Background: an optimization exercise with open tools, aiming at small area and a short achievable clock period. Do not read the settings as production practice.
In this exercise RTL edits were held to simulation tests only and were not proved equivalent to the original.
No activity file was given, so power comes from the tool's default toggle rates.

==> design/flow/design.v <==
package data_ram_bytelane_pkg;
    localparam int DEFAULT_DATA_BUS_WIDTH    = 16;
    localparam int DEFAULT_ADDRESS_BUS_WIDTH = 16;
    typedef enum logic [0:0] {
        ST_CLEAR = 1'b0,
        ST_RUN   = 1'b1
    } state_e;
    function automatic int clog2(input int unsigned value);
        int result;
        result = 0;
        for (int i = 0; i < 32; i++) begin
            if ((32'd1 << i) < value) begin
                result = i + 1;
            end
        end
        clog2 = result;
    endfunction
endpackage
module data_ram_bytelane_byte_array #(
    parameter int NUM_BYTES      = 64,
    parameter int BYTES_PER_WORD = 2,
    parameter int IDX_W          = 6
) (
    input  logic                          clk,
    input  logic                          rst_n,
    input  logic [BYTES_PER_WORD-1:0]     i_wr_en,
    input  logic [IDX_W-1:0]              i_base,
    input  logic [8*BYTES_PER_WORD-1:0]   i_wr_data,
    input  logic                          i_rd_en,
    output logic [8*BYTES_PER_WORD-1:0]   o_rd_data
);
    logic [7:0]                  r_mem [NUM_BYTES];
    logic [8*BYTES_PER_WORD-1:0] r_rd_data;
    logic [IDX_W-1:0]            w_idx [BYTES_PER_WORD];
    logic [8*BYTES_PER_WORD-1:0] w_rd_word;
    always_comb begin
        w_rd_word = {(8*BYTES_PER_WORD){1'b0}};
        for (int i = 0; i < BYTES_PER_WORD; i++) begin
            w_idx[i]          = i_base + IDX_W'(i);
            w_rd_word[8*i +: 8] = r_mem[w_idx[i]];
        end
    end
    always_ff @(posedge clk) begin
        for (int i = 0; i < BYTES_PER_WORD; i++) begin
            if (i_wr_en[i]) begin
                r_mem[w_idx[i]] <= i_wr_data[8*i +: 8];
            end
        end
    end
    always_ff @(posedge clk or negedge rst_n) begin
        if (!rst_n) begin
            r_rd_data <= {(8*BYTES_PER_WORD){1'b0}};
        end else if (i_rd_en) begin
            r_rd_data <= w_rd_word;
        end
    end
    assign o_rd_data = r_rd_data;
endmodule
module data_ram_bytelane #(
    parameter int DATA_BUS_WIDTH    = data_ram_bytelane_pkg::DEFAULT_DATA_BUS_WIDTH,
    parameter int ADDRESS_BUS_WIDTH = data_ram_bytelane_pkg::DEFAULT_ADDRESS_BUS_WIDTH,
    parameter int NUM_BYTES         = 64
) (
    input  logic                          clk,
    input  logic                          rst_n,
    input  logic                          clear_req,
    input  logic                          req_valid,
    output logic                          req_ready,
    input  logic                          read_not_write,
    input  logic [ADDRESS_BUS_WIDTH-1:0]  address,
    input  logic [DATA_BUS_WIDTH/8-1:0]   byte_en,
    input  logic [DATA_BUS_WIDTH-1:0]     write_data,
    output logic                          rsp_valid,
    output logic                          rsp_err,
    output logic [DATA_BUS_WIDTH-1:0]     read_data,
    output logic                          busy
);
    localparam int BYTES_PER_WORD = DATA_BUS_WIDTH / 8;
    localparam int IDX_W          = (data_ram_bytelane_pkg::clog2(NUM_BYTES) < 1) ? 1 : data_ram_bytelane_pkg::clog2(NUM_BYTES);
    localparam int PTR_W          = data_ram_bytelane_pkg::clog2(NUM_BYTES) + 1;
    localparam int AW1            = ADDRESS_BUS_WIDTH + 1;
    localparam logic [PTR_W-1:0] LAST_PTR  = PTR_W'(NUM_BYTES - BYTES_PER_WORD);
    localparam logic [PTR_W-1:0] PTR_STEP  = PTR_W'(BYTES_PER_WORD);
    localparam logic [AW1-1:0]   LAST_BYTE = AW1'(NUM_BYTES - 1);
    localparam logic [AW1-1:0]   WORD_SPAN = AW1'(BYTES_PER_WORD - 1);
    data_ram_bytelane_pkg::state_e                     r_state;
    logic [PTR_W-1:0]           r_ptr;
    logic                       r_req_ready;
    logic                       r_busy;
    logic                       r_rsp_valid;
    logic                       r_rsp_err;
    logic [AW1-1:0]             w_last_addr;
    logic                       w_err;
    logic                       w_accept;
    logic                       w_rd_en;
    logic [BYTES_PER_WORD-1:0]  w_wr_en;
    logic [IDX_W-1:0]           w_base;
    logic [DATA_BUS_WIDTH-1:0]  w_wr_data;
    always_comb begin
        w_last_addr = {1'b0, address} + WORD_SPAN;
        w_err       = (w_last_addr > LAST_BYTE);
        w_accept    = req_valid && r_req_ready && !clear_req;
        w_rd_en     = w_accept && read_not_write && !w_err;
        if (r_state == data_ram_bytelane_pkg::ST_CLEAR) begin
            w_wr_en   = {BYTES_PER_WORD{1'b1}};
            w_base    = r_ptr[IDX_W-1:0];
            w_wr_data = {DATA_BUS_WIDTH{1'b0}};
        end else if (w_accept && !read_not_write && !w_err) begin
            w_wr_en   = byte_en;
            w_base    = address[IDX_W-1:0];
            w_wr_data = write_data;
        end else begin
            w_wr_en   = {BYTES_PER_WORD{1'b0}};
            w_base    = address[IDX_W-1:0];
            w_wr_data = write_data;
        end
    end
    always_ff @(posedge clk or negedge rst_n) begin
        if (!rst_n) begin
            r_state     <= data_ram_bytelane_pkg::ST_CLEAR;
            r_ptr       <= {PTR_W{1'b0}};
            r_req_ready <= 1'b0;
            r_busy      <= 1'b1;
            r_rsp_valid <= 1'b0;
            r_rsp_err   <= 1'b0;
        end else begin
            r_rsp_valid <= w_accept;
            r_rsp_err   <= w_accept && w_err;
            case (r_state)
                data_ram_bytelane_pkg::ST_CLEAR: begin
                    if (clear_req) begin
                        r_ptr <= {PTR_W{1'b0}};
                    end else if (r_ptr == LAST_PTR) begin
                        r_state     <= data_ram_bytelane_pkg::ST_RUN;
                        r_ptr       <= {PTR_W{1'b0}};
                        r_req_ready <= 1'b1;
                        r_busy      <= 1'b0;
                    end else begin
                        r_ptr <= r_ptr + PTR_STEP;
                    end
                end
                data_ram_bytelane_pkg::ST_RUN: begin
                    if (clear_req) begin
                        r_state     <= data_ram_bytelane_pkg::ST_CLEAR;
                        r_ptr       <= {PTR_W{1'b0}};
                        r_req_ready <= 1'b0;
                        r_busy      <= 1'b1;
                    end
                end
                default: begin
                    r_state     <= data_ram_bytelane_pkg::ST_CLEAR;
                    r_ptr       <= {PTR_W{1'b0}};
                    r_req_ready <= 1'b0;
                    r_busy      <= 1'b1;
                end
            endcase
        end
    end
    data_ram_bytelane_byte_array #(
        .NUM_BYTES      (NUM_BYTES),
        .BYTES_PER_WORD (BYTES_PER_WORD),
        .IDX_W          (IDX_W)
    ) u_array (
        .clk       (clk),
        .rst_n     (rst_n),
        .i_wr_en   (w_wr_en),
        .i_base    (w_base),
        .i_wr_data (w_wr_data),
        .i_rd_en   (w_rd_en),
        .o_rd_data (read_data)
    );
    assign req_ready = r_req_ready;
    assign busy      = r_busy;
    assign rsp_valid = r_rsp_valid;
    assign rsp_err   = r_rsp_err;
endmodule
==> design/flow/run.sh <==
#!/bin/bash
# synth_recipe.tcl (not shown) runs the flow's synth.tcl, then flattens the netlist and writes it again
# the make line also repeats each setting of config.mk as NAME=value (left out here)
make -C /OpenROAD-flow-scripts/flow DESIGN_CONFIG=/design/flow/config.mk WORK_HOME=/design/flow/orfs CLKGATE_MAP_FILE= SYNTH_SCRIPT=/design/flow/synth_recipe.tcl finish
==> design/flow/config.mk <==
export PLATFORM = sky130hd
export DESIGN_NAME = data_ram_bytelane
export DESIGN_NICKNAME = data_ram_bytelane
export VERILOG_FILES = /design/flow/design.v
export SDC_FILE = /design/flow/constraint.sdc
export NUM_CORES = 4
export LEC_CHECK = 0
export CAP_MARGIN = 20
export CORE_MARGIN = 2
export CORE_UTILIZATION = 40
export SLEW_MARGIN = 20
==> design/flow/constraint.sdc <==
create_clock -name core_clock -period 4.0 [get_ports {clk}]
set_input_delay 0.8000 -clock core_clock [delete_from_list [all_inputs] [get_ports {clk}]]
set_output_delay 0.8000 -clock core_clock [all_outputs]
set_load 0.01 [all_outputs]
==> out/summary.txt <==
Status: no timing/DRC/antenna violations
Wire per inst: 38.3 µm
Pin count of the biggest net entering global routing: 74
FP Rows: 104
Worst Setup End Kind: flop
Unrepaired setup endpoints after global routing: false
PwrDens: 344 nW/µm²
Slew @ Worst Pin: 1.22 ns
Worst-path clk slew: 0.07 ns
Fillcell total: 7,220
Family with the most delay on the worst path: buffers and inverters
Synth async-reset ratio: 5.01%
HP Class: primary input to async pin
CTS H-tree lvls: 2
Clock Skew: 0.0243 ns
Skew-Pair Late Insertion Delay: 0.66 ns
Clock Sinks: 539
Crit path DAT: 4.38 ns
Number of synthesized flops with an enable pin: 512
Post-Syn Area: 32,200 µm²
Syn nets: 3,027
R2r endpoint: u_array.r_rd_data[10]
Setup TNS: 0 ns
CP cell instances: buf_4 > buf_4 > o22ai_4 > buf_4 > buf_4 > a222oi_1 > nand2_1 > a21oi_1 > o22ai_1 > nor4_1 > a21oi_1
Fin crit share: 95.9%
GRT overflow: 0
Initial Util: 40.2%
CTS tree: done
Die width: 288 µm
Syn. warnings: 3
Worst r2r src: r_state
Fin cells: 4,443
CP Class: flop to flop
Hold_ws: 0.241 ns
DR iter-0 viols: 5,151
Gr usage total: 40.3%
Mean post-synth cell area: 10.8 µm²
Layout cells sized above 1: 25.6%
Fin. max-slew vios: 0
Vias in the first global route: 29.1k
CP max FO: 73
Design area: 40,700 µm²
Max rail drop VDD: 0.356 mV
Yosys cell types: 97
Initial antenna violation count: 6
Post-Route WL: 170,000 µm
Critical-path top delay cell: buf_4
Hpwl dp: 117,000 µm
DRC viols: 0
P_leak: 15.0 nW
Depth of the worst register-to-register path: 11
Placed cell count: 4,330
DR vias/cell: 6.89
Crit path launch: r_state
Most common cell after layout, fill and taps aside: edfxtp_1
PnR worst setup slack: 0.163 ns
Slew Limit Headroom: 18.6%
Post-synthesis sequential area ratio: 49.8%
Tmin final: 3.84 ns
Worst Path Buf+Inv: 4
CP required: 4.54 ns
Gate Count Post-Synth: 2,984
Synth Register Bits: 539
Die area: 82,900 µm²
Most used cell, CP: buf_4
Nets: 3,376
Ys flop type: edfxtp_1
Max-Cap Viols: 0
Placer Congestion: 1.03
Fmax: 0.261 GHz
N_diodes: 0
Io pins: 59
Routed via count: 30.6k
Largest stage delay, worst path: 0.73 ns
Num CTS Buffers: 61
Crit start category: flop
Final antenna-violating net count: 0
Core area: 80,200 µm²
CTS max path bufs: 3
Area grow syn2layout: 26.3%
First-pass GRT wire length: 233,000 µm
Most frequent cells in the layout: 512 x edfxtp_1, 430 x buf_4, 315 x o21ai_0
Final hold violations: 0
Hold buffer count at CTS: 0
Total setup buffers inserted after CTS: 0
Final setup violation count: 0
Pre-CTS WS: -0.591 ns
Buffers on Ports: 58
First drt pass iteration count: 9
R2R Setup Slk: 0.16 ns
Root Driver: clkbuf_16
Die Y: 288 µm
Area post-placement: 38,700 µm²
routing by layer:
layer / up-vias / GRT usage, % / wire length [µm]
li1: 12400 / - / -
met1: 15200 / 53.3 / 65300
met2: 2435 / 59.4 / 72000
met3: 546 / 10.3 / 20500
met4: 6 / 23.7 / 12000
met5: - / 1.16 / 153
metrics by stage:
step,utilization [%],power (W)
after global placement,48.2,0.00812
after floorplan,-,0.00703
final,50.8,0.0140
after CTS,50.8,0.0139
after detailed placement,48.2,0.00813
after global routing,50.8,0.0142
what timing repair did:
action                     4_1_cts  5_1_grt
hold endpoints to repair         0        0
setup endpoints to repair        0        2
resized for setup                0        2
sequential cells by signal, indices dropped and copies added, names as in the netlist:
register / count
r_rsp_err: 1
r_req_ready: 1
r_rsp_valid: 1
r_busy: 1
u_array.r_rd_data: 16
u_array.r_mem: 512
r_ptr: 6
r_state: 1
power by group:
part / total [W] / internal [W] / leakage [nW] / switching (W)
logic: 0.00187 / 0.000717 / 8.62 / 0.00115
clock network: 0.00593 / 0.00343 / 1.00 / 0.00249
registers: 0.00623 / 0.00616 / 5.40 / 0.0000657
total: 0.0140 / 0.0103 / 15.0 / 0.00371
synthesized netlist by cell type, drive strengths merged (21+ instances only):
master / count / area share [%]
o21bai: 32 / 0.75
a22oi: 172 / 4.0
buf: 146 / 2.6
o21ai: 353 / 5.5
nand2: 253 / 3.0
a221o: 26 / 0.81
edfxtp: 512 / 48
dfrtp: 26 / 2.0
a31oi: 32 / 0.67
a222oi: 70 / 2.2
nand3: 306 / 4.8
o211ai: 22 / 0.51
clkbuf: 177 / 2.1
mux2i: 312 / 9.8
mux2: 39 / 1.4
nor3: 21 / 0.40
a21oi: 106 / 1.7
o22ai: 36 / 0.74
nor2: 121 / 3.1
a221oi: 39 / 1.1
worst max-delay path by stage:
| stage | endpoint | slack [ns] | depth (start not counted) |
|---|---|---|---|
| 2_1_floorplan | u_array.r_mem[3][0] | -0.08 | 15 |
| 4_1_cts | u_array.r_rd_data[8] | 0.09 | 15 |
| 6_report | u_array.r_rd_data[10] | 0.16 | 11 |
| 5_1_grt | u_array.r_rd_data[10] | 0.02 | 11 |
| 3_3_place_gp | u_array.r_rd_data[8] | -0.82 | 15 |
| 3_5_place_dp | u_array.r_rd_data[8] | -0.59 | 15 |
final cells by class:
class | count | area, µm² | area share (%)
flip-flops and latches | 539 | 16100 | 39.4
multi-input cells | 2111 | 15100 | 37.0
repair buffers | 609 | 6190 | 15.2
clock buffers | 72 | 1570 | 3.85
well taps | 1060 | 1330 | 3.26
clock inverters | 41 | 468 | 1.15
inverters | 11 | 41.3 | 0.101
cells by family after synthesis:
kind of cell,count (synthesis),share of synthesized area (%)
compound gates,960,20.0
simple gates,782,13.4
flops,539,49.8
mux,354,11.4
buf+inv,334,4.80
xor+xnor,11,0.520
fa+ha+maj,4,0.155

[afterwards: timing with drivers on the ports]
How much do the figures lean on ideal ports? The routed layout below was timed once more, with nothing changed but the port constraints. Step 1: set_driving_cell puts a clkbuf_16 on clk and a buf_2 on each other input, an assumption about the parent block. Step 2 moves the port delays by t, midway between the first and last clock arrival at a register: inputs arrive t later, outputs are due t later. That takes back most of the time a late clock gives input paths. Slacks: ideal / step 1 / step 2; pairs: ideal / step 1.
shift t [ns]: 0.724
setup slack, ns: 0.163 / 0.163 / -0.484
worst setup path after step 2: input to register
latest minus earliest clock arrival (ns): 0.025 / 0.025
worst slew at a driven data input, ns: 0.04
With both steps, setup timing fails in this run, where it was met with ideal ports. The setup slack of this run moves by 0.000 ns with the drivers and by -0.647 ns with both steps.
